What follows belongs to an exercise in optimizing a design on an open flow for a short achievable clock period and few clock cycles; a production flow would make more cautious choices. In this exercise RTL edits were held to simulation tests only and were not proved equivalent to the original. Power is estimated from default activity; no workload was simulated.

before:
Design cpu_top, start of the top module:
module cpu_top #(
    parameter cpu_pkg::word_t RESET_ADDRESS = 32'h0
) (
    input  logic               clock,
    input  logic               reset,
    output cpu_pkg::word_t     memory_address,
    input  cpu_pkg::word_t     memory_data_in,
    output cpu_pkg::word_t     memory_data_out,
    output cpu_pkg::mem_size_t memory_data_size,
    output logic               memory_enable,
    output logic               memory_operation,  
    input  logic               memory_ready
);
Size in the first run: ~14,000 cells after synthesis, ~3,300 flip-flops, about 100 I/O pins, roughly 0.16 mm^2 of cells after synthesis.
clock: 11.0 ns
lec_check: 0
abc_clock_period_in_ps: 3000
cap_margin: 40
cell_pad_in_sites_detail_placement: 2
cell_pad_in_sites_global_placement: 2
core_margin: 2
core_utilization: 30
place_density: 0.45
setup_slack_margin: 5
slew_margin: 40
tns_end_percent: 100
standard.sh (not shown) runs the stock make flow with config.mk's settings and CLKGATE_MAP_FILE= SYNTH_SCRIPT=/design/flow/synth_recipe.tcl, a recipe that flattens the netlist after the stock synthesis.
==> flow/flow/run.sh <==
#!/bin/bash
# Standard layout with two changes to how it is made: the port buffers are
# buf_8 instead of the default cell, and timing repair aims 6.3 ns below the period.
set -euo pipefail
bash standard.sh "BUFFER_PORTS_ARGS=-buffer_cell sky130_fd_sc_hd__buf_8" SETUP_SLACK_MARGIN=6.3 finish > standard_make.log 2>&1
before completed every stage of the flow, and the final layout passed the timing, DRC and antenna checks.
Testbench counts of before, summed over its fixed seeds: cycles 25,033.
## Diff of input files: after against before
--- a/flow/design.v
+++ b/flow/design.v
@@ -223,25 +223,24 @@
     input  cpu_pkg::word_t      imm_alu,
     output cpu_pkg::result_sel_t ex_sel,
     output logic                ex_sub,
     output logic                ex_signed,
     output cpu_pkg::word_t      ex_a,
     output cpu_pkg::word_t      ex_b,
     output cpu_pkg::word_t      ex_target,
     output cpu_pkg::word_t      ex_link,
     input  cpu_pkg::word_t      ex_result
 );
     localparam int IDX      = 5;              
     localparam int LINES    = 1 << IDX;
-    localparam int TAGW     = 32 - (IDX + 2) + 1;
     localparam int PF_AHEAD = 96;             
     typedef enum logic [1:0] {BUS_IDLE, BUS_REQ, BUS_WAIT} bus_state_t;
     bus_state_t          bus_state;
     bus_state_t          bus_next;
     logic                bus_data;      
     logic                bus_data_next;
     logic                bus_idle_q;    
     logic                fetch_wait_q;  
     logic                data_wait_q;   
     logic                bus_pf;        
     logic                bus_pf_next;
     cpu_pkg::word_t      pf_addr;       
@@ -303,35 +302,35 @@
     logic [7:0]          byte_b [4];
     logic                branch_taken;
     cpu_pkg::word_t      static_address;
     logic                redirect;      
     logic                wr_q;          
     cpu_pkg::reg_index_t rd_q;
     logic [2:0]          funct3_q;
     cpu_pkg::word_t      c_instr;
     logic                c_hit;
     cpu_pkg::word_t      c_pc;
     logic [IDX-1:0]      seq_index;     
     logic                seq_wrap;      
-    logic [TAGW-1:0]     seq_tag;       
+    logic [31:IDX+2]     seq_tag;       
     logic [31:IDX+2]     b_tag_plus1;
-    logic [TAGW-1:0]     lookup_tag;
+    logic [31:IDX+2]     lookup_tag;
     logic                sel_eq_q;      
     logic                sel_ne_q;
     logic                sel_lt_q;
     logic                sel_ge_q;
     logic                e_demand_q;    
     logic                snoop;         
     cpu_pkg::word_t      line_data  [LINES];
-    logic [TAGW-1:0]     line_tag   [LINES];
+    logic [31:IDX+2]     line_tag   [LINES];
     logic [LINES-1:0]    line_valid;
     logic                bus_idle;
     logic                fetch_wait;
     logic                e_exec;
     logic                c_ok;
     logic                need_bus;
     logic                b_fire;
     logic                c_fire;
     logic                fetched;
     cpu_pkg::word_t      b_instr;
     cpu_pkg::word_t      b_pc;
     logic                sign_flip;
@@ -454,25 +453,25 @@
         byte_a[3][7] = rs1_data[31] ^ sign_flip;
         byte_b[3][7] = rs2_data[31] ^ sign_flip;
         for (int k = 0; k < 4; k++) begin
             byte_lt[k] = byte_a[k] < byte_b[k];
             byte_eq[k] = rs1_data[8*k +: 8] == rs2_data[8*k +: 8];
         end
     end
     assign lookup_pc    = b_pc + cpu_pkg::INSTR_BYTES;
     assign lookup_index = seq_index;
     assign seq_index    = b_pc[IDX+1:2] + 1'b1;
     assign seq_wrap     = &b_pc[IDX+1:2];
     assign b_tag_plus1  = b_pc[31:IDX+2] + 1'b1;
-    assign seq_tag      = {seq_wrap ? b_tag_plus1 : b_pc[31:IDX+2], b_pc[1]};
+    assign seq_tag      = seq_wrap ? b_tag_plus1 : b_pc[31:IDX+2];
     assign lookup_tag   = seq_tag;
     assign seq_snoop    = pf_done && (b_pc + cpu_pkg::INSTR_BYTES) == addr_q;
     assign snoop        = seq_snoop;
     assign seq_hit      = line_valid[seq_index] && line_tag[seq_index] == seq_tag;
     assign hit_next     = seq_hit || seq_snoop;
     assign fill         = fetched || pf_done;
     assign fill_index   = addr_q[IDX+1:2];
     assign tcarry[1] = tgen_q[0];
     assign tcarry[2] = tgen_q[1] || (tprop_q[1] && tgen_q[0]);
     assign tcarry[3] = tgen_q[2] || (tprop_q[2] && (tgen_q[1] || (tprop_q[1] && tgen_q[0])));
     assign ex_target = {tcarry[3] ? tsum1_q[3] : tsum0_q[3],
                         tcarry[2] ? tsum1_q[2] : tsum0_q[2],
@@ -628,25 +627,25 @@
             tprop_q   <= {tbyte_sum1[2][8], tbyte_sum1[1][8], tbyte_sum1[0][8]};
             ex_link   <= b_pc + cpu_pkg::INSTR_BYTES;
         end
     end
     always_ff @(posedge clock) begin
         if (bus_idle && e_exec && need_bus) begin
             sdata_q  <= ex_b;
             m_rd     <= rd_q;
             m_funct3 <= funct3_q;
         end
         if (fetched || pf_done) begin
             line_data[addr_q[IDX+1:2]] <= memory_data_in;
-            line_tag[addr_q[IDX+1:2]]  <= {addr_q[31:IDX+2], addr_q[1]};
+            line_tag[addr_q[IDX+1:2]]  <= addr_q[31:IDX+2];
         end
         if (b_fire) begin
             c_instr    <= seq_snoop ? memory_data_in : line_data[seq_index];
             load_q     <= is_load;
             ex_sel     <= result_sel;
             ex_sub     <= alu_sub;
             ex_signed  <= alu_signed;
             ex_a       <= (c_fire && fwd1) ? ex_result : rs1_data;
         end
     end
 endmodule
 `timescale 1ns/100ps
==> summary.txt <==
Wire length of the first global-routing pass in after is 6.7% lower than in before. after ended up with u_control_unit.gen_q[0] as its origin of the worst setup path; before ended up with u_control_unit.tgen_q[0]. Length of routed met3 wiring (higher): before. after ends up with a worst hold margin that is 0.0037 ns lower than in before. after: all stages complete, timing, DRC and antenna checks passed. Compared after vs before, and sequential fraction of the synthesis area is up in after. Clock network power share in after is 4.4 points lower than in before.
Testbench counts of after, summed over its fixed seeds: cycles 25,033.

## what the ideal ports hide
The flow's constraints put no driver on any port. The routed layouts listed below were extracted and timed again, unchanged, in two steps.
Step 1 sets driving cells, clkbuf_16 on the clock port and buf_2 on the other inputs (assumed; they add their load-dependent delay and slew).
Step 2 moves the port delays by t, midway between the first and last clock arrival at a register: inputs arrive t later, outputs are due t later. That takes back most of the time a late clock gives input paths.
Slacks: ideal ports / drivers / drivers and shift; pairs: ideal ports / drivers.
| run | t (ns) | slack for setup (ns) | latest minus earliest clock arrival (ns) | worst data-port slew with drivers (ns) | pins driven straight from the clock port |
|---|---|---|---|---|---|
| before | 1.157 | 5.461 / 5.316 / 4.588 | 0.110 / 0.110 | 0.49 | 1 |
| after | 1.137 | 5.560 / 5.433 / 4.608 | 0.090 / 0.090 | 0.36 | 1 |
After both steps setup and hold are still met in every run listed. For after, which loses most, drivers alone change the setup slack by -0.127 ns; drivers and shift together by -0.952 ns.
